Source: an optimization exercise on an open RTL-to-GDS flow (aim: small area, a short achievable clock period and few clock cycles). Production flows keep margins and buffers that such runs may drop. In this exercise RTL edits were held to simulation tests only and were not proved equivalent to the original. No activity file was given, so power comes from the tool's default toggle rates.

## run a
==> flow/design.v (excerpt) <==
module iterated_three_point_smoothing_unit #(
   parameter int MAX_LEN = itps_pkg::MAX_LEN_DEFAULT
) (
   input  logic                          clock,
   input  logic                          reset,
   input  logic                          req_valid,
   output logic                          req_stall,
   input  logic [itps_pkg::SAMPLE_W-1:0] req_sample,
   input  logic                          req_last_in,
   output logic                          rsp_valid,
   input  logic                          rsp_stall,
   output logic [itps_pkg::SAMPLE_W-1:0] rsp_value,
   output logic [itps_pkg::RSUM_W-1:0]   rsp_running_sum,
   output logic                          rsp_overflow,
   output logic                          rsp_last_out,
   input  logic                          csr_we,
   input  logic [itps_pkg::SWEEP_W-1:0]  csr_wdata
);
Size in the first run: about 3000 flip-flops, about 95 I/O pins.
clock: 11.0 ns
lec_check: 0
abc_area: 1
cap_margin: 20
core_margin: 2
core_utilization: 40
cts_cluster_diameter: 80
cts_cluster_size: 25
place_density: 0.6
slew_margin: 20
standard.sh (not shown) runs the stock make flow with config.mk's settings and CLKGATE_MAP_FILE= SYNTH_SCRIPT=/design/flow/synth_recipe.tcl, a recipe that flattens the netlist after the stock synthesis.
==> flow/flow/run.sh <==
#!/bin/bash
# Standard layout, with timing repair after clock-tree synthesis and global routing
# aimed below the clock period (the constraints themselves are unchanged).
set -euo pipefail
bash standard.sh SETUP_SLACK_MARGIN=7.4 finish > flow_orfs.log 2>&1
Testbench counts of run a, summed over its fixed seeds: cycles 5,891.
[inputs] run b vs run a
diff --git a/flow/design.v b/flow/design.v
--- a/flow/design.v
+++ b/flow/design.v
@@ -86,36 +86,37 @@
    logic [LPW-1:0]     tpos;          
    logic [RSUM_W-1:0]  rs_ff;
    logic               stall_ff;
    logic                r_v;
    logic [TW-1:0]       r_tag;
    logic [SAMPLE_W-1:0] r_d;
-   logic                o_v, k_v;
-   logic [SAMPLE_W-1:0] o_val, k_val;
-   logic [RSUM_W-1:0]   o_sum, k_sum;
-   logic                o_ovf, k_ovf;
-   logic                o_last, k_last;
-   logic cur_done, done, emit, lap_start;
+   logic                o_v;
+   logic [SAMPLE_W-1:0] o_val;
+   logic [RSUM_W-1:0]   o_sum;
+   logic                o_ovf;
+   logic                o_last;
+   logic cur_done, done, emit, lap_start, o_load, complete_evt;
    logic [1:0] new_lap, r_mode_in;
    logic [RSUM_W-1:0] rs_out;
-   assign cur_done  = (cur_vid != load_vid);
+   assign cur_done  = (cur_vid != load_vid) || complete_evt;
    assign done      = tmode[1];
-   assign emit      = tv && done && (tvid == cur_vid) && (tidx == e_cnt) && cur_done && !k_v;
+   assign o_load    = !o_v || !rsp_stall;
+   assign emit      = tv && done && (tvid == cur_vid) && (tidx == e_cnt) && cur_done && o_load;
    assign lap_start = tv && !done && (tidx == '0);
    always_comb begin
       if (load_vid == tvid)            new_lap = MODE_HOLD;       
       else if (rem > SWEEP_W'(NENG))   new_lap = MODE_FULL;
       else                             new_lap = MODE_PARTIAL;
    end
    always_comb begin
       if (done)           r_mode_in = MODE_DONE;
       else if (lap_start) r_mode_in = new_lap;
       else                r_mode_in = lapmode;
    end
    assign rs_out = rs_ff + RSUM_W'(td);
-   logic accept, drop, store, complete_evt;
+   logic accept, drop, store;
    logic [6:0] count_in;
    logic [VID_W-1:0] load_vid_in, cur_vid_in;
    logic [LPW-1:0] tpos_in;
    logic r_v_in;
    assign accept       = req_valid && !stall_ff;
    assign drop         = (count == 7'd64);
@@ -203,43 +204,25 @@
          e_vid  <= load_vid;
       end else begin
          e_d <= r_d;
          {e_last, e_mode, e_idx, e_vid} <= r_tag;
       end
    end
-   logic o_load, e_ovf;
-   assign o_load = !o_v || !rsp_stall;
-   assign e_ovf  = ovf_tab[cur_vid];
+   logic e_ovf;
+   assign e_ovf = (cur_vid == load_vid) ? (cur_ovf || drop) : ovf_tab[cur_vid];
    always_ff @(posedge clock) begin
       if (reset) begin
          o_v <= 1'b0;
-         k_v <= 1'b0;
       end else if (o_load) begin
-         o_v <= k_v || emit;
-         k_v <= k_v && emit;
-      end else begin
-         k_v <= k_v || emit;
-      end
-      if (o_load) begin
-         if (k_v) begin
-            o_val  <= k_val;
-            o_sum  <= k_sum;
-            o_ovf  <= k_ovf;
-            o_last <= k_last;
-         end else begin
-            o_val  <= td;
-            o_sum  <= rs_out;
-            o_ovf  <= e_ovf;
-            o_last <= tlast;
-         end
+         o_v <= emit;
       end
-      if (emit && (k_v || !o_load)) begin
-         k_val  <= td;
-         k_sum  <= rs_out;
-         k_ovf  <= e_ovf;
-         k_last <= tlast;
+      if (emit) begin
+         o_val  <= td;
+         o_sum  <= rs_out;
+         o_ovf  <= e_ovf;
+         o_last <= tlast;
       end
    end
    assign req_stall       = stall_ff;
    assign m               = m_ff;
    assign rsp_valid       = o_v;
    assign rsp_value       = o_val;
@@ -395,13 +378,13 @@
    output logic                          rsp_overflow,
    output logic                          rsp_last_out,
    input  logic                          csr_we,
    input  logic [itps_pkg::SWEEP_W-1:0]  csr_wdata
 );
    localparam int NSTG = 4;
-   localparam int NDLY = 4;
+   localparam int NDLY = 2;
    logic [3:0]          m;
    logic                c_v    [NENG+1];
    logic                c_last [NENG+1];
    logic [1:0]          c_mode [NENG+1];
    logic [IDX_W-1:0]    c_idx  [NENG+1];
    logic [VID_W-1:0]    c_vid  [NENG+1];
--- outcome ---
Cell area of run b falls short of that of run a by a few percent. Changes observed in run b relative to run a: flip-flop and latch share of the layout cell area shows a reduction of 0.62 points, cell area after synthesis shows a reduction of 3.2%. The run showing the smaller number of nets in the layout is run b. In the reports for run b and run a, the larger number of search-and-repair iterations in the first detailed-routing pass belongs to run b. Number of filler instances in the final layout sits lower in run b than in run a. Going from run a to run b, internal power shrinks by 0.67%.
Testbench counts of run b, summed over its fixed seeds: cycles 5,843.

-- what the ideal ports hide --
No port has a modelled driver above. Below, the same layouts with a new extraction and two added sets of constraints.
Step 1 assumes that a clkbuf_16 drives the clock port and a buf_2 every other input.
Step 2 adds t to the input delays and takes it off the output delays; t is the mean of the earliest and latest rising clock arrival at the registers after step 1. Input paths then give back, and output paths get back, about the clock's delay inside the block.
Three values: ideal ports, drivers, drivers and shift; two values: the first two.
| run | shift t [ns] | slack for setup (ns) | slew at the worst register clock pin (ns) | worst data-port slew with drivers (ns) | cell pins on the clock port's net |
|---|---|---|---|---|---|
| run a | 0.944 | 7.356 / 7.265 / 6.610 | 0.11 / 0.11 | 0.11 | 1 |
| run b | 0.950 | 7.279 / 7.251 / 6.382 | 0.10 / 0.10 | 0.28 | 1 |
After both steps setup and hold are still met in every run listed. For run b, which loses most, drivers alone change the setup slack by -0.028 ns; drivers and shift together by -0.897 ns.
